This is an optimization exercise on Yosys and OpenROAD, whose aim is small area, not a production implementation.
The RTL was checked by simulation tests, not by an equivalence proof against the original design.
No activity file was given, so power comes from the tool's default toggle rates.

===== flow/run.sh =====
#!/bin/bash
# synth_recipe.tcl (not shown) runs the flow's synth.tcl, then flattens the netlist and writes it again
# the make line also repeats each setting of config.mk as NAME=value (left out here)
make -C /OpenROAD-flow-scripts/flow DESIGN_CONFIG=/design/flow/config.mk WORK_HOME=/design/flow/orfs CLKGATE_MAP_FILE= SYNTH_SCRIPT=/design/flow/synth_recipe.tcl finish

===== flow/config.mk =====
export PLATFORM = sky130hd
export DESIGN_NAME = register_file
export DESIGN_NICKNAME = register_file
export VERILOG_FILES = /design/flow/design.v
export SDC_FILE = /design/flow/constraint.sdc
export NUM_CORES = 4
export LEC_CHECK = 0
export CAP_MARGIN = 20
export CORE_MARGIN = 2
export CORE_UTILIZATION = 40
export SLEW_MARGIN = 20
export SYNTH_HIERARCHICAL = 1
export SYNTH_MINIMUM_KEEP_SIZE = 0

===== flow/constraint.sdc =====
create_clock -name core_clock -period 8.0 [get_ports {CLK}]
set_input_delay 1.6000 -clock core_clock [delete_from_list [all_inputs] [get_ports {CLK}]]
set_output_delay 1.6000 -clock core_clock [all_outputs]
set_load 0.01 [all_outputs]

===== flow/design.v =====
package mips_pkg;
    localparam int DATA_W_DEF = 32;
    localparam int ADDR_W_DEF = 5;
    localparam logic [4:0] REG_ZERO = 5'd0;
    localparam logic [4:0] REG_RA   = 5'd31;
    typedef enum logic [1:0] {
        REGDST_RA = 2'b00,
        REGDST_RT = 2'b01,
        REGDST_RD = 2'b10
    } reg_dst_e;
endpackage
module rf_aoi3 (
    input  logic [2:0] s,
    input  logic [2:0] d,
    output logic       y_n
);
    assign y_n = ~|(s & d);
endmodule
module rf_read_bit (
    input  logic [30:0] s,
    input  logic [30:0] d,
    output logic        y
);
    logic [10:0] t_n;
    for (genvar k = 0; k < 10; k++) begin : g_aoi
        rf_aoi3 u_aoi (
            .s   (s[3*k+2:3*k]),
            .d   (d[3*k+2:3*k]),
            .y_n (t_n[k])
        );
    end
    assign t_n[10] = ~(s[30] & d[30]);
    assign y = ~&t_n;
endmodule
module rf_wmux (
    input  logic sel,
    input  logic sel_n,
    input  logic a,
    input  logic b,
    output logic d
);
    assign d = (sel & a) | (sel_n & b);
endmodule
module register_file #(
    parameter int DATA_W = mips_pkg::DATA_W_DEF,
    parameter int ADDR_W = mips_pkg::ADDR_W_DEF
) (
    input  logic              CLK,
    input  logic              Reset,
    input  logic              RegWre,
    input  logic [ADDR_W-1:0] WriteReg,
    input  logic [DATA_W-1:0] WriteData,
    input  logic [ADDR_W-1:0] rs,
    input  logic [ADDR_W-1:0] rt,
    output logic [DATA_W-1:0] ReadData1,
    output logic [DATA_W-1:0] ReadData2,
    output logic [DATA_W-1:0] ADR,
    output logic [DATA_W-1:0] BDR
);
    localparam int NUM_REGS = 1 << ADDR_W;
    logic [DATA_W-1:0]   data_r [1:NUM_REGS-1];
    logic [DATA_W-1:0]   data_d [1:NUM_REGS-1];
    logic [NUM_REGS-1:1] valid_r;
    logic [NUM_REGS-1:1] wsel_s;
    logic [NUM_REGS-1:1] sel1_s;
    logic [NUM_REGS-1:1] sel2_s;
    logic [NUM_REGS-1:1] wsel_n_s;
    logic [DATA_W-1:0]   adr_d;
    logic [DATA_W-1:0]   bdr_d;
    logic [DATA_W-1:0]   rd1_s;
    logic [DATA_W-1:0]   rd2_s;
    logic [DATA_W-1:0]   adr_r;
    logic [DATA_W-1:0]   bdr_r;
    logic                hit1_s;
    logic                hit2_s;
    always_comb begin
        for (int i = 1; i < NUM_REGS; i++) begin
            wsel_s[i] = RegWre && (WriteReg == ADDR_W'(i));
            sel1_s[i] = valid_r[i] && (rs == ADDR_W'(i));
            sel2_s[i] = valid_r[i] && (rt == ADDR_W'(i));
        end
    end
    assign wsel_n_s = ~wsel_s;
    for (genvar i = 1; i < NUM_REGS; i++) begin : g_word
        for (genvar b = 0; b < DATA_W; b++) begin : g_bit
            rf_wmux u_wmux (
                .sel   (wsel_s[i]),
                .sel_n (wsel_n_s[i]),
                .a     (WriteData[b]),
                .b     (data_r[i][b]),
                .d     (data_d[i][b])
            );
        end
    end
    always_ff @(posedge CLK) begin
        for (int i = 1; i < NUM_REGS; i++) begin
            data_r[i] <= data_d[i];
        end
    end
    always_ff @(posedge CLK or posedge Reset) begin
        if (Reset) valid_r <= '0;
        else       valid_r <= valid_r | wsel_s;
    end
    for (genvar b = 0; b < DATA_W; b++) begin : g_rd
        logic [NUM_REGS-2:0] col;
        for (genvar i = 1; i < NUM_REGS; i++) begin : g_col
            assign col[i-1] = data_r[i][b];
        end
        rf_read_bit u_rd1 (.s(sel1_s), .d(col), .y(rd1_s[b]));
        rf_read_bit u_rd2 (.s(sel2_s), .d(col), .y(rd2_s[b]));
    end
    assign hit1_s = RegWre && (WriteReg == rs) && (rs != '0);
    assign hit2_s = RegWre && (WriteReg == rt) && (rt != '0);
    for (genvar b = 0; b < DATA_W; b++) begin : g_byp
        rf_wmux u_byp1 (.sel(hit1_s), .sel_n(~hit1_s), .a(WriteData[b]), .b(rd1_s[b]), .d(adr_d[b]));
        rf_wmux u_byp2 (.sel(hit2_s), .sel_n(~hit2_s), .a(WriteData[b]), .b(rd2_s[b]), .d(bdr_d[b]));
    end
    always_ff @(posedge CLK or posedge Reset) begin
        if (Reset) begin
            adr_r <= '0;
            bdr_r <= '0;
        end else begin
            adr_r <= adr_d;
            bdr_r <= bdr_d;
        end
    end
    assign ReadData1 = rd1_s;
    assign ReadData2 = rd2_s;
    assign ADR       = adr_r;
    assign BDR       = bdr_r;
endmodule

==> results.json, run 1 <==
{
  "ant_nets": 0,
  "synth_area_per_cell_um2": 12.5,
  "skew_ps": 28.2,
  "power_density_nw_per_um2": 300,
  "ys_types": 34,
  "seq_area_frac_synth_pct": 54.2,
  "cpMostUsedCell": "clkdlybuf4s50_1",
  "end_kind": "primary output",
  "critPathSlowestCell": "a222oi_1",
  "clk_pin_slew_ps": 60,
  "arrival_ps": 5950,
  "peakVddDrop_v": 0.000185,
  "worstPathMaxFanout": 32,
  "hp-class": "register to register",
  "fill_cells": 9097,
  "routedWlPerCell_um": 39.2,
  "areaGrowthSynthToFinish_pct": 21.3,
  "cts_tree": "yes",
  "fin_crit_ps": 7550,
  "core.rowCount": 117,
  "root_buffer": "clkbuf_16",
  "clockBufferDepth": 3,
  "maxSlewHeadroom_pct": 13.0,
  "die_h_um": 324,
  "antenna_found_initial": 10,
  "crit_required_ps": 6400,
  "post-cts-setup-buffer-count": 0,
  "synth_seq_cells": 1087,
  "timing.reg2reg.setup_slack_ps": 4530,
  "grt_pass1_vias": 37700,
  "worstSetupPathType": "primary input to primary output",
  "dieWidth_um": 324,
  "finalCritPeriodShare_pct": 94.3,
  "gp_congestion": 0.942,
  "h-tree-depth": 3,
  "p_sw_share_pct": 27.1,
  "drt-initial-drc-count": 9891,
  "p_seq_share_pct": 49.4,
  "routed_wirelength_um": 203000,
  "place.detailed.hpwl_um": 120000,
  "vias_per_cell": 7.85,
  "reg2reg_from": "valid_r[27]$_DFF_PP0_",
  "setup_violations": 0,
  "combPwrFrac_pct": 12.8,
  "netlist_area_um2": 41000,
  "synthesis.nets": 3319,
  "grt_overflow": 0,
  "max_cap_viol_count": 0,
  "clockPowerShare_pct": 37.8,
  "syn_inst": 3269,
  "utilization_pct": 48.9,
  "tightest_slew_ps": 1300,
  "status": "timing/DRC/antenna clean",
  "rsz0062_at_grt": "false",
  "vias": 40600,
  "first_pass_iters": 15,
  "cts_hold_buf": 0,
  "p_int_mw": 10.9,
  "clock.fmax_mhz": 133,
  "numCtsBuffers": 113,
  "clk_latency_ps": 730,
  "layout.nets": 3760,
  "p_switching_mw": 4.04,
  "worst_path_largest_cell_delay_ps": 940,
  "die-area_um2": 105000,
  "crit_chain": "clkdlybuf4s50_1, and2_1, and2b_1, and3_2, a222oi_1, nand4_1, a2111o_1, clkdlybuf4s50_1",
  "worstHoldStart": "valid_r[18]$_DFF_PP0_",
  "grt_pass1_wl_um": 284000,
  "hold_viol": 0,
  "slew_viol_final": 0,
  "numClockSinks": 1087,
  "drcViolationCount": 0,
  "grt_max_degree": 53,
  "tns_ps": 0,
  "core-area_um2": 102000,
  "initial_utilization_pct": 40.3,
  "io_pins": 178,
  "total_power_mw": 14.9,
  "cts_resized": 0,
  "cp-startpoint": "rs[3]",
  "ys_warn_count": 10,
  "crit_path_start_kind": "primary input",
  "drive_gt1_share_pct": 11.0,
  "port-buffer-count": 177,
  "track_usage_pct": 37.1,
  "p_leak_nw": 20.9
}
[path summary, 6_finish.rpt]
path,cells past startpoint,end
hold / removal,1,valid_r[18]$_DFF_PP0_
hold reg to reg,1,valid_r[18]$_DFF_PP0_
setup / recovery,8,ReadData1[16]
max in group asynchronous,3,valid_r[30]$_DFF_PP0_
min in group asynchronous,2,bdr_r[18]$_DFF_PP0_
setup reg to reg,5,adr_r[16]$_DFF_PP0_
[sequential cells by signal, summed over array words and instances, names as in the netlist]
signal   count
adr_r       32
valid_r     31
bdr_r       32
data_r     992
[synthesized netlist by cell type (all sizes together)]
master	number	share of area (%)
dfxtp	992	48
clkbuf	1	0.0091
or2	1	0.015
and2b	3	0.055
dfrtp	95	5.8
and4	2	0.043
and3	64	0.98
and4b	3	0.073
nor4b	2	0.079
a22o	1056	23
buf	10	0.17
nand2b	31	0.47
and2	7	0.11
a222oi	640	16
or3	1	0.015
nand2	99	0.91
nor3	4	0.049
nor3b	3	0.055
nor4	1	0.015
and3b	1	0.021
and4bb	3	0.092
nor2	6	0.055
nand4	130	2.0
xor2	3	0.064
nor2b	8	0.16
inv	32	0.29
o21ai	1	0.012
a2111o	64	1.8
xnor2	6	0.15
[modules after synthesis, one instance, submodules excluded]
module | area, um2 | cells inside | flip-flops and latches | copies in the design
register_file | 23600 | 1317 | 1087 | 1
rf_aoi3 | 10.0 | 1 | 0 | 640
rf_wmux | 8.76 | 1 | 0 | 1056
rf_read_bit | 27.5 | 4 | 0 | 64
[area by class of cell]
class	instances	area, um2	area share [%]
Tap cell	1368	1710	3.44
Clock inverter	41	569	1.14
Inverter	32	123	0.246
Timing Repair Buffer	337	3010	6.05
Sequential cell	1087	22200	44.7
Antenna cell	2	5.00	0.0101
Clock buffer	172	3410	6.86
Multi-Input combinational cell	2139	18700	37.6
[power groups by stage]
| stage | Sequential, mW | Clock, mW | Combinational [mW] |
|---|---|---|---|
| 4_1_cts | 7.31 | 5.65 | 1.85 |
| 3_3_place_gp | 7.41 | 0 | 1.80 |
| 5_1_grt | 7.48 | 5.87 | 2.01 |
| 6_report | 7.36 | 5.64 | 1.90 |
| 3_5_place_dp | 7.40 | 0 | 1.85 |
| 2_1_floorplan | 7.21 | 0 | 1.08 |
[routing by layer]
| metal | wire (um) | share of wire, % | track usage, % | vias up |
|---|---|---|---|---|
| li1 | - | - | - | 16100 |
| met1 | 72200 | 36 | 46.4 | 19700 |
| met2 | 81800 | 40 | 52.8 | 3915 |
| met3 | 34400 | 17 | 16.6 | 913 |
| met4 | 14200 | 7.0 | 20.7 | 12 |
| met5 | 246 | 0.12 | 1.20 | - |
[cells by family after synthesis]
logic type | after synthesis | share of synthesized area (%)
and+or+nand+nor | 369 | 5.17
AOI/OAI and AO/OA | 1761 | 39.9
buffers and inverters | 43 | 0.470
xor gates and xnor gates | 9 | 0.210
DFF | 1087 | 54.2
[placed cells by master, fill, tap and decap left out, drive strengths merged]
| cell type | instances |
|---|---|
| nand4 | 130 |
| and3 | 64 |
| a22o | 1056 |
| clkinvlp | 3 |
| o21ai | 1 |
| xnor2 | 6 |
| and4b | 3 |
| nor4b | 2 |
| buf | 161 |
| and3b | 1 |
| dfxtp | 992 |
| nor4 | 1 |
| nor2b | 8 |
| dfrtp | 95 |
| xor2 | 3 |
| a2111o | 64 |
| clkbuf | 172 |
| nand2b | 31 |
| and4bb | 3 |
| inv | 36 |
| or3 | 1 |
| clkdlybuf4s50 | 176 |
| and2 | 7 |
| nor3b | 3 |
| nor2 | 6 |
| nand2 | 99 |
| and4 | 2 |
| clkinv | 22 |
| nor3 | 4 |
| and2b | 3 |
| bufinv | 12 |
| a222oi | 640 |
| diode | 2 |
| or2 | 1 |
[metrics by stage]
step / setup WS [ps] / cells / hold WS [ps] / area (um2)
6_report: 454 / 5178 / 484 / 49800
4_1_cts: 912 / 5176 / 486 / 49800
2_1_floorplan: 3110 / 3269 / 440 / 41000
3_5_place_dp: 930 / 4963 / 469 / 45800
3_3_place_gp: 903 / 4962 / 472 / 45700
5_1_grt: 564 / 5178 / 503 / 49800
[worst max-delay path, delay by kind of cell]
family                 cells  cell delay, ps
and+or+nand+nor            4            1610
AOI/OAI and AO/OA          2            1570
buffers and inverters      2            1130
==> run 2, diff against run 1 <==
==> flow/flow/run.sh (new file) <==
#!/bin/bash
# Standard ORFS layout, with two changes made through ORFS's own variables:
#  - port buffers use the smallest buffer cell (every port is still buffered);
#  - CTS inserts no dummy loads and uses small clock buffers in small clusters.
# Each tool's full output goes to the ORFS logs under orfs/logs/ and to standard.log here.
set -euo pipefail
export BUFFER_PORTS_ARGS="-buffer_cell sky130_fd_sc_hd__buf_1"
export CTS_ARGS="-sink_clustering_enable -repair_clock_nets -dont_use_dummy_load -sink_clustering_size 8 -sink_clustering_max_diameter 50 -buf_list {sky130_fd_sc_hd__clkbuf_4}"
bash standard.sh finish > standard.log 2>&1
==> flow/standard.sh (new file) <==
#!/bin/bash
# synth_recipe.tcl (not shown) runs the flow's synth.tcl, then flattens the netlist and writes it again
# the make line also repeats each setting of config.mk as NAME=value (left out here)
make -C /OpenROAD-flow-scripts/flow DESIGN_CONFIG=/design/flow/config.mk WORK_HOME=/design/flow/orfs CLKGATE_MAP_FILE= SYNTH_SCRIPT=/design/flow/synth_recipe.tcl "${@:-finish}"
--- a/flow/config.mk
+++ b/flow/config.mk
@@ -5,9 +5,9 @@
 export SDC_FILE = /design/flow/constraint.sdc
 export NUM_CORES = 4
 export LEC_CHECK = 0
-export CAP_MARGIN = 20
+export CAP_MARGIN = 0
 export CORE_MARGIN = 2
 export CORE_UTILIZATION = 40
-export SLEW_MARGIN = 20
+export SLEW_MARGIN = 0
 export SYNTH_HIERARCHICAL = 1
 export SYNTH_MINIMUM_KEEP_SIZE = 0
removed: flow/run.sh
==> run 2 against run 1 <==
  * Area after synthesis is the same
  * Global-route usage shrank 0.74 points
  * Combinational power shrank about 10%
  * Sequential cell count is the same
  * First-iteration DRC count shrank 2.3%
  * Worst hold slack gained 12 ps
  * Still clean
==> results.json, run 2 <==
{
  "synth_seq_cells": 1087,
  "top_layer": "met5",
  "clock.fmax_mhz": 150,
  "crit_chain": "buf_1, nor3b_1, and3_1, buf_4, a222oi_1, nand4_1, a2111o_1, buf_1",
  "mostFrequentLayoutCell": "a22o_1",
  "wl_met1_um": 74200,
  "max_cap_viol_count": 0,
  "slew_viol_final": 0,
  "cts_resized": 0,
  "reg_top3": "data_r x992, adr_r x32, bdr_r x32",
  "place.detailed.hpwl_um": 116000,
  "synth_most_common_cell": "a22o_1",
  "maxSlewHeadroom_pct": 12.8,
  "tns_ps": 0,
  "worstSetupPathType": "primary input to primary output",
  "routed-wl-met3_um": 30900,
  "ys_warn_count": 10,
  "dieWidth_um": 324,
  "drcViolationCount": 0,
  "worstHoldStart": "data_r[17][31]$_DFF_P_",
  "antenna_found_initial": 15,
  "placed_area_um2": 44200,
  "peakVddDrop_v": 0.000115,
  "cts_hold_buf": 0,
  "power_density_nw_per_um2": 262,
  "routedWlPerCell_um": 39.4,
  "root_buffer": "clkbuf_4",
  "cpMostUsedCell": "buf_1",
  "initial_utilization_pct": 40.3,
  "finalCritPeriodShare_pct": 83.2,
  "ys.flop_type": "dfxtp_1",
  "reg2reg_from": "valid_r[25]$_DFF_PP0_",
  "status": "timing/DRC/antenna clean",
  "end_kind": "primary output",
  "netlist_top_cells_area": "dfxtp_1, a22o_1, a222oi_1, dfrtp_1, nand4_1",
  "utilization_pct": 44.7,
  "hold_viol": 0,
  "first_pass_iters": 15,
  "areaGrowthSynthToFinish_pct": 10.8,
  "synthArstFlopShare_pct": 8.74,
  "hp-class": "register to register",
  "critPathSlowestCell": "and3_1",
  "post-cts-setup-buffer-count": 0,
  "clk_latency_ps": 1100,
  "cts_tree": "yes",
  "syn_inst": 3269,
  "grt_overflow": 0,
  "synthesis.nets": 3319,
  "die_h_um": 324,
  "die-area_um2": 105000,
  "io_pins": 178,
  "grt_pass1_wl_um": 276000,
  "track_usage_pct": 36.4,
  "ys_types": 34,
  "vias": 40100,
  "grt_max_degree": 49,
  "layout.nets": 3747,
  "clockBufferDepth": 3,
  "core-area_um2": 102000,
  "synth-edff-count": 0,
  "synthTopCellsByCount": "a22o_1, dfxtp_1, a222oi_1, nand4_1, nand2_1",
  "dr_wl_met2_um": 79700,
  "crit_path_start_kind": "primary input",
  "vias_per_cell": 7.92,
  "numClockSinks": 1087,
  "gp_congestion": 0.970,
  "final_cell_mix": "a22o_1, dfxtp_1, a222oi_1",
  "p_leak_nw": 19.1,
  "final_cell_area_um2": 45400,
  "ant_nets": 0,
  "grt_pass1_vias": 36700,
  "synth.largest_area_cell": "dfxtp_1",
  "drt-initial-drc-count": 9668,
  "regMostFlops": "data_r",
  "worstPathMaxFanout": 17,
  "port-buffer-count": 177,
  "tightest_slew_ps": 1310,
  "arrival_ps": 5060,
  "setup_violations": 0,
  "fill_cells": 9508,
  "synth_area_per_cell_um2": 12.5,
  "worst_path_largest_cell_delay_ps": 1070,
  "cp-startpoint": "rt[0]",
  "synth_top_area_share_pct": 48.4,
  "drive_gt1_share_pct": 9.96,
  "rsz0062_at_grt": "false",
  "netlist_area_um2": 41000,
  "skew_ps": 114,
  "seq_area_frac_synth_pct": 54.2,
  "core.rowCount": 117,
  "clk_pin_slew_ps": 40,
  "h-tree-depth": 4,
  "routed_wirelength_um": 200000,
  "largest_register_ffs": 992,
  "numCtsBuffers": 161,
  "fin_crit_ps": 6660,
  "crit_required_ps": 6400
}
==> run 2: cell types whose count changed in the layout (fill, tap and decap cells not counted), sizes merged <==
| cell | delta |
|---|---|
| buf | +85 |
| clkinvlp | -3 |
| clkinv | -22 |
| inv | -4 |
| diode | +4 |
| clkbuf | +19 |
| bufinv | -12 |
| clkdlybuf4s50 | -176 |
==> run 2: critical path, delay by kind of cell <==
kind | cells | cell delay (ps)
buf+inv | 3 | 1070
simple gates | 3 | 1940
compound gates | 2 | 430
==> run 2: report_power, final <==
group          total (mW)  switching [mW]  internal (mW)
clock network        2.83            1.91          0.921
registers            7.37           0.869           6.50
logic                1.71           0.850          0.857
total                11.9            3.63           8.28
==> run 2: logic make-up (layout without fill, tap and decap cells) <==
kind of cell,Yosys count,count (layout),synth area share (%)
AOI/OAI and AO/OA,1761,1761,39.9
DFF,1087,1087,54.2
and+or+nand+nor,369,369,5.17
buffers and inverters,43,469,0.470
xor gates and xnor gates,9,9,0.210
other,0,6,0
==> run 2: metal layers <==
layer,track usage [%],vias to the layer above
li1,-,16000
met1,47.0,19600
met2,50.7,3752
met3,13.5,795
met4,23.4,18
met5,0,-
==> run 2: final cells by class <==
cell class / instances / area (um2) / area share [%]
Multi-Input combinational cell: 2139 / 18700 / 41.2
Clock buffer: 161 / 1210 / 2.66
Tap cell: 1368 / 1710 / 3.77
Sequential cell: 1087 / 22200 / 48.9
Timing Repair Buffer: 276 / 1450 / 3.18
Inverter: 32 / 123 / 0.270
Antenna cell: 6 / 15.0 / 0.0330
==> run 2: stage by stage <==
| step | hold slack (ps) | setup slack [ps] | total power [mW] | cells |
|---|---|---|---|---|
| after floorplan | 440 | 3110 | 8.29 | 3269 |
| after global placement | 462 | 1610 | 9.03 | 4902 |
| after detailed placement | 469 | 1630 | 9.07 | 4902 |
| after CTS | 491 | 1620 | 11.8 | 5063 |
| after global routing | 503 | 1430 | 12.3 | 5067 |
| final | 496 | 1340 | 11.9 | 5069 |
==> run 2: worst paths after layout <==
path,cells after the start,slack [ps],to
hold reg to reg,1,500,data_r[17][31]$_DFF_P_
setup / recovery,8,1340,ReadData2[24]
min in group asynchronous,2,610,bdr_r[26]$_DFF_PP0_
setup reg to reg,6,4570,bdr_r[13]$_DFF_PP0_
hold / removal,1,500,data_r[17][31]$_DFF_P_
max in group asynchronous,3,6180,valid_r[18]$_DFF_PP0_
==> run 2: Yosys stat by module, one instance, submodules excluded <==
| module | flops+latches | cells inside | copies in the design |
|---|---|---|---|
| register_file | 1087 | 1317 | 1 |
| rf_read_bit | 0 | 4 | 64 |
| rf_aoi3 | 0 | 1 | 640 |
| rf_wmux | 0 | 1 | 1056 |
==> run 3, diff against run 2 <==
--- a/flow/config.mk
+++ b/flow/config.mk
@@ -7,7 +7,7 @@
 export LEC_CHECK = 0
 export CAP_MARGIN = 0
 export CORE_MARGIN = 2
-export CORE_UTILIZATION = 40
+export CORE_UTILIZATION = 30
 export SLEW_MARGIN = 0
 export SYNTH_HIERARCHICAL = 1
 export SYNTH_MINIMUM_KEEP_SIZE = 0
==> run 3 against run 2 <==
  * Now fails the layout checks on capacitance limit, slew limit
  * Worst hold slack worse by 3.6 ps
  * Sequential share of layout area down 0.55 points
  * Critical path type unchanged
  * Final area grew 1.1%
  * Clock power barely moved
  * Critical path depth did not move
==> results.json, run 3 <==
{
  "mostFrequentLayoutCell": "a22o_1",
  "reg_top3": "data_r x992, adr_r x32, bdr_r x32",
  "p_leak_nw": 19.1,
  "clock.fmax_mhz": 150,
  "ys_warn_count": 10,
  "final_cell_mix": "a22o_1, dfxtp_1, a222oi_1",
  "ys_types": 34,
  "reg2reg_from": "valid_r[28]$_DFF_PP0_",
  "cts_resized": 0,
  "maxSlewHeadroom_pct": -10.9,
  "slew_viol_final": 32,
  "worstPathMaxFanout": 19,
  "clk_pin_slew_ps": 80,
  "tightest_slew_ps": 1660,
  "die_h_um": 374,
  "path_buf_inv": 3,
  "synth_most_common_cell": "a22o_1",
  "numClockSinks": 1087,
  "vias": 40200,
  "hold_viol": 0,
  "finalCritPeriodShare_pct": 83.1,
  "root_buffer": "clkbuf_4",
  "ant_nets": 0,
  "grt_overflow": 0,
  "setup_violations": 0,
  "routedWlPerCell_um": 36.7,
  "arrival_ps": 5050,
  "initial_utilization_pct": 30.2,
  "netlist_top_cells_area": "dfxtp_1, a22o_1, a222oi_1, dfrtp_1, nand4_1",
  "h-tree-depth": 4,
  "drt-initial-drc-count": 9994,
  "synth_area_per_cell_um2": 12.5,
  "cts_tree": "yes",
  "synthesis.nets": 3319,
  "rsz0062_at_grt": "false",
  "fin_crit_ps": 6650,
  "io_pins": 178,
  "synth-edff-count": 0,
  "cpMostUsedCell": "buf_1",
  "crit_path_start_kind": "primary input",
  "synth.area.mux_share_pct": 0,
  "drcViolationCount": 0,
  "track_usage_pct": 27.2,
  "numCtsBuffers": 155,
  "worst_path_largest_cell_delay_ps": 860,
  "layout.nets": 3742,
  "synthXorXnorAreaFrac_pct": 0.210,
  "cp_top_family": "compound AO/OA/AOI/OAI gates",
  "synth_top_family_by_area": "compound AO/OA/AOI/OAI gates",
  "grt_max_degree": 53,
  "cts_hold_buf": 0,
  "synth-compound-area-share_pct": 39.9,
  "first_pass_iters": 17,
  "clk_latency_ps": 1230,
  "cp-startpoint": "rt[0]",
  "violations": "capacitance limit, slew limit",
  "synth.largest_area_cell": "dfxtp_1",
  "dieWidth_um": 374,
  "areaGrowthSynthToFinish_pct": 12.1,
  "drive_gt1_share_pct": 9.38,
  "vias_per_cell": 7.33,
  "seq_area_frac_synth_pct": 54.2,
  "routed_wirelength_um": 201000,
  "post-cts-setup-buffer-count": 0,
  "netlist_area_um2": 41000,
  "power_density_nw_per_um2": 258,
  "crit_chain": "buf_1, nor2_1, and3_1, buf_4, a222oi_1, nand4_1, a2111o_1, buf_1",
  "ys.flop_type": "dfxtp_1",
  "peakVddDrop_v": 0.000141,
  "largest_register_ffs": 992,
  "critPathSlowestCell": "a222oi_1",
  "gp_congestion": 0.962,
  "place.detailed.hpwl_um": 120000,
  "end_kind": "primary output",
  "max_cap_viol_count": 2,
  "synthArstFlopShare_pct": 8.74,
  "syn_inst": 3269,
  "grt_pass1_vias": 36900,
  "worstSetupPathType": "primary input to primary output",
  "crit_required_ps": 6400,
  "synth_top_area_share_pct": 48.4,
  "synthSimpleGateAreaFrac_pct": 5.17,
  "die-area_um2": 140000,
  "clockBufferDepth": 3,
  "synthTopCellsByCount": "a22o_1, dfxtp_1, a222oi_1, nand4_1, nand2_1",
  "grt_pass1_wl_um": 280000,
  "regMostFlops": "data_r",
  "hp-class": "register to register",
  "skew_ps": 107,
  "core.rowCount": 135,
  "antenna_found_initial": 26,
  "port-buffer-count": 177,
  "utilization_pct": 33.9,
  "synth_seq_cells": 1087,
  "tns_ps": 0,
  "synthAdderAreaFrac_pct": 0,
  "worstHoldStart": "valid_r[17]$_DFF_PP0_",
  "core-area_um2": 136000,
  "status": "finished with violations"
}
run 3: cell counts after synthesis:
Identical to the previous run, type by type.
run 3: modules after synthesis, one instance, submodules excluded:
module	area [um2]	flip-flops and latches	copies in the design	cells inside
rf_read_bit	27.5	0	64	4
rf_aoi3	10.0	0	640	1
register_file	23600	1087	1	1317
rf_wmux	8.76	0	1056	1
run 3: layout make-up:
cell class | instances | area [um2]
flip-flops and latches | 1087 | 22200
repair buffers | 277 | 1490
clock buffers | 155 | 1160
fillers | 13500 | 89700
inverters | 32 | 123
multi-input cells | 2139 | 18700
well taps | 1781 | 2230
diodes | 18 | 45.0
run 3: path summary, 6_finish.rpt:
kind	slack [ps]	depth (start not counted)	to
min in group asynchronous	650	2	valid_r[24]$_DFF_PP0_
max in group asynchronous	6130	3	adr_r[22]$_DFF_PP0_
worst min-delay path	490	1	valid_r[17]$_DFF_PP0_
worst max register to register	4570	6	bdr_r[9]$_DFF_PP0_
worst min register to register	490	1	valid_r[17]$_DFF_PP0_
worst max-delay path	1350	8	ReadData2[9]
run 3: worst reg2reg max path: cells and delay by family (launching register included):
| kind | cells | cell delay [ps] |
|---|---|---|
| AND/OR/NAND/NOR | 2 | 940 |
| flip-flops | 1 | 420 |
| buffers and inverters | 1 | 420 |
| AO/OA/AOI/OAI | 3 | 1550 |
run 3: stage by stage:
step	cells	worst slack [ps]	cell area, um2	power [mW]	hold WS, ps
final	5489	1350	46000	11.9	493
after global routing	5479	1280	45900	12.3	512
after CTS	5470	1660	45900	11.8	493
after detailed placement	5315	1670	44700	9.06	470
after global placement	5315	1710	44700	9.00	473
after floorplan	3269	3110	41000	8.29	440
run 3: metal layers:
layer / up-vias / part of all wire, % / GRT usage [%]
met1: 19800 / 37 / 34.8
met2: 3697 / 40 / 37.3
met5: - / 0.30 / 1.61
li1: 16000 / - / -
met4: 22 / 5.6 / 13.6
met3: 734 / 18 / 13.6
run 3: kinds of logic after synthesis:
logic type | Yosys count
buffers and inverters | 43
DFF | 1087
AOI/OAI and AO/OA | 1761
xor gates and xnor gates | 9
and+or+nand+nor | 369
run 3: report_power, final:
group          total [mW]  internal (mW)  switching [mW]
logic                1.72          0.858           0.859
registers            7.34           6.50           0.844
clock network        2.80          0.888            1.92
total                11.9           8.24            3.62
==> run 4, diff against run 3 <==
--- a/flow/flow/run.sh
+++ b/flow/flow/run.sh
@@ -5,5 +5,5 @@
 # Each tool's full output goes to the ORFS logs under orfs/logs/ and to standard.log here.
 set -euo pipefail
 export BUFFER_PORTS_ARGS="-buffer_cell sky130_fd_sc_hd__buf_1"
-export CTS_ARGS="-sink_clustering_enable -repair_clock_nets -dont_use_dummy_load -sink_clustering_size 8 -sink_clustering_max_diameter 50 -buf_list {sky130_fd_sc_hd__clkbuf_4}"
+export CTS_ARGS="-sink_clustering_enable -repair_clock_nets -dont_use_dummy_load -sink_clustering_size 9 -sink_clustering_max_diameter 50 -buf_list {sky130_fd_sc_hd__clkbuf_4}"
 bash standard.sh finish > standard.log 2>&1
--- a/flow/config.mk
+++ b/flow/config.mk
@@ -7,7 +7,7 @@
 export LEC_CHECK = 0
 export CAP_MARGIN = 0
 export CORE_MARGIN = 2
-export CORE_UTILIZATION = 30
+export CORE_UTILIZATION = 40
 export SLEW_MARGIN = 0
 export SYNTH_HIERARCHICAL = 1
 export SYNTH_MINIMUM_KEEP_SIZE = 0
==> run 4 against run 3 <==
  * Now clean on timing, DRC and antenna
  * Global-route usage up 9.1 points
  * Sequential share of layout area up 0.68 points
  * Sequential power about the same
  * Fmax shrank 0.63%
  * Final area down 1.4%
  * Via count fell by 0.61%
  * Power is 0.63% lower
  * Cell count decreased by 7.9%
  * Setup slack got worse by 42 ps
  * Sequential cell count did not move
  * Wire length shrank 0.96%
  * Die area is 25% lower
  * Critical path type unchanged
  * Largest cell class unchanged
==> results.json, run 4 <==
{
  "grt_overflow": 0,
  "routedWlPerCell_um": 39.5,
  "worstPathMaxFanout": 23,
  "synth_seq_cells": 1087,
  "cts_resized": 0,
  "synth_most_common_cell": "a22o_1",
  "gp_congestion": 0.970,
  "antenna_found_initial": 15,
  "place.detailed.hpwl_um": 116000,
  "tightest_slew_ps": 1370,
  "power_density_nw_per_um2": 260,
  "grt_pass1_wl_um": 276000,
  "arrival_ps": 5090,
  "synthSimpleGateAreaFrac_pct": 5.17,
  "h-tree-depth": 4,
  "layout.nets": 3732,
  "multi_input_area_um2": 18700,
  "largest_register_ffs": 992,
  "synth_top_family_by_area": "compound AO/OA/AOI/OAI gates",
  "rsz0062_at_grt": "false",
  "cts_hold_buf": 0,
  "netlist_area_um2": 41000,
  "first_pass_iters": 15,
  "die_h_um": 324,
  "ys_warn_count": 10,
  "port-buffer-count": 177,
  "ys.flop_type": "dfxtp_1",
  "root_buffer": "clkbuf_4",
  "regMostFlops": "data_r",
  "clk_latency_ps": 1130,
  "core-area_um2": 102000,
  "fill_cells": 9517,
  "synth-compound-area-share_pct": 39.9,
  "hp-class": "register to register",
  "p_leak_nw": 19.0,
  "netlist_top_cells_area": "dfxtp_1, a22o_1, a222oi_1, dfrtp_1, nand4_1",
  "drive_gt1_share_pct": 9.59,
  "synthesis.nets": 3319,
  "track_usage_pct": 36.3,
  "vias": 40000,
  "grt_max_degree": 49,
  "synth.largest_area_cell": "dfxtp_1",
  "peakVddDrop_v": 0.000104,
  "crit_required_ps": 6400,
  "initial_utilization_pct": 40.3,
  "finalCritPeriodShare_pct": 83.6,
  "reg_top3": "data_r x992, adr_r x32, bdr_r x32",
  "seq_area_um2": 22200,
  "synth_area_per_cell_um2": 12.5,
  "routed_wirelength_um": 199000,
  "maxSlewHeadroom_pct": 8.48,
  "max_cap_viol_count": 0,
  "io_pins": 178,
  "final_cell_mix": "a22o_1, dfxtp_1, a222oi_1",
  "numClockSinks": 1087,
  "tns_ps": 0,
  "slew_viol_final": 0,
  "grt_pass1_vias": 36600,
  "skew_ps": 104,
  "synthTopCellsByCount": "a22o_1, dfxtp_1, a222oi_1, nand4_1, nand2_1",
  "synth-edff-count": 0,
  "hold_viol": 0,
  "synth_top_area_share_pct": 48.4,
  "crit_path_start_kind": "primary input",
  "final_cells": 5053,
  "mostFrequentLayoutCell": "a22o_1",
  "synth.area.mux_share_pct": 0,
  "ys_types": 34,
  "clk_pin_slew_ps": 40,
  "worstSetupPathType": "primary input to primary output",
  "die-area_um2": 105000,
  "clockBufferDepth": 3,
  "vias_per_cell": 7.91,
  "end_kind": "primary output",
  "numCtsBuffers": 146,
  "drt-initial-drc-count": 10100,
  "status": "timing/DRC/antenna clean",
  "total_power_mw": 11.8,
  "setup_violations": 0,
  "ant_nets": 0,
  "drcViolationCount": 0,
  "core.rowCount": 117,
  "numPlacedInstances": 4902,
  "synthAdderAreaFrac_pct": 0,
  "dieWidth_um": 324,
  "clock.fmax_mhz": 149,
  "synthArstFlopShare_pct": 8.74,
  "fin_crit_ps": 6690,
  "syn_inst": 3269,
  "post-cts-setup-buffer-count": 0,
  "seq_area_frac_synth_pct": 54.2,
  "synthXorXnorAreaFrac_pct": 0.210,
  "areaGrowthSynthToFinish_pct": 10.5,
  "cts_tree": "yes"
}
## run 4: power by group
group          switching, mW  total [mW]  internal (mW)
logic                  0.848        1.71          0.857
registers              0.869        7.37           6.50
clock network           1.88        2.72          0.839
## run 4: worst max-delay path: stages
cell,delay (ps)
buf_1,450
nor3b_1,190
and3_1,430
buf_4,340
a222oi_1,990
nand4_1,370
a2111o_1,490
buf_1,180
## run 4: kinds of logic (layout without fill, tap and decap cells)
group,count (synthesis),count (layout)
simple gates,369,369
buf+inv,43,454
other cells,0,5
xor+xnor,9,9
compound gates,1761,1761
flops,1087,1087
## run 4: area by class of cell
| type | count | area share, % |
|---|---|---|
| repair buffers | 276 | 3.19 |
| well taps | 1368 | 3.78 |
| inverters | 32 | 0.271 |
| multi-input cells | 2139 | 41.3 |
| diodes | 5 | 0.0276 |
| clock buffers | 146 | 2.42 |
| flip-flops and latches | 1087 | 49.1 |
## run 4: modules after synthesis (local to each module, per instance)
module	copies in the design	flops+latches
register_file	1	1087
rf_aoi3	640	0
rf_read_bit	64	0
rf_wmux	1056	0
## run 4: path summary, 6_finish.rpt
check / from / depth (start not counted) / end / slack [ps]
max: rt[0] / 8 / ReadData2[25] / 1310
min: valid_r[15]$_DFF_PP0_ / 1 / valid_r[15]$_DFF_PP0_ / 500
max reg2reg: valid_r[25]$_DFF_PP0_ / 6 / bdr_r[13]$_DFF_PP0_ / 4700
min reg2reg: valid_r[15]$_DFF_PP0_ / 1 / valid_r[15]$_DFF_PP0_ / 500
max in group asynchronous: Reset / 3 / valid_r[18]$_DFF_PP0_ / 6130
min in group asynchronous: Reset / 2 / bdr_r[26]$_DFF_PP0_ / 580
## run 4: per-stage QoR
stage	hold WS [ps]	worst slack, ps	utilization (%)	area (um2)
floorplan	440	3110	-	41000
global placement	462	1610	43.5	44200
detailed placement	469	1630	43.5	44200
CTS	491	1620	44.5	45300
global route	503	1420	44.5	45300
finish	504	1310	44.6	45300
## run 4: routing by layer
metal / GRT usage (%) / routed length (um)
met1: 47.0 / 74000
met4: 23.5 / 15100
met2: 50.7 / 79200
met5: 0 / 92
met3: 13.2 / 30900

-- re-timing with driven ports --
How much do the figures lean on ideal ports? The routed layouts below were timed once more, with nothing changed but the port constraints. Step 1 assumes that a clkbuf_16 drives the clock port and a buf_2 every other input. Step 2 adds t to the input delays and takes it off the output delays; t is the mean of the earliest and latest rising clock arrival at the registers after step 1. Input paths then give back, and output paths get back, about the clock's delay inside the block. Slacks: ideal ports / drivers / drivers and shift; pairs: ideal ports / drivers.
run	shift t [ns]	slack for setup (ns)	worst setup path after step 2	clock arrival spread, ns	slew at the worst register clock pin (ns)
run 1	0.785	0.454 / 0.419 / 0.419	input to output	0.030 / 0.030	0.07 / 0.07
run 2	1.135	1.343 / 1.310 / 1.310	input to output	0.165 / 0.165	0.11 / 0.11
run 3	1.229	1.351 / 1.149 / 1.149	input to output	0.144 / 0.144	0.11 / 0.11
run 4	1.143	1.309 / 1.282 / 1.282	input to output	0.136 / 0.136	0.12 / 0.12
The setup slack of run 3, which loses most, moves by -0.202 ns with the drivers and by -0.202 ns with both steps.
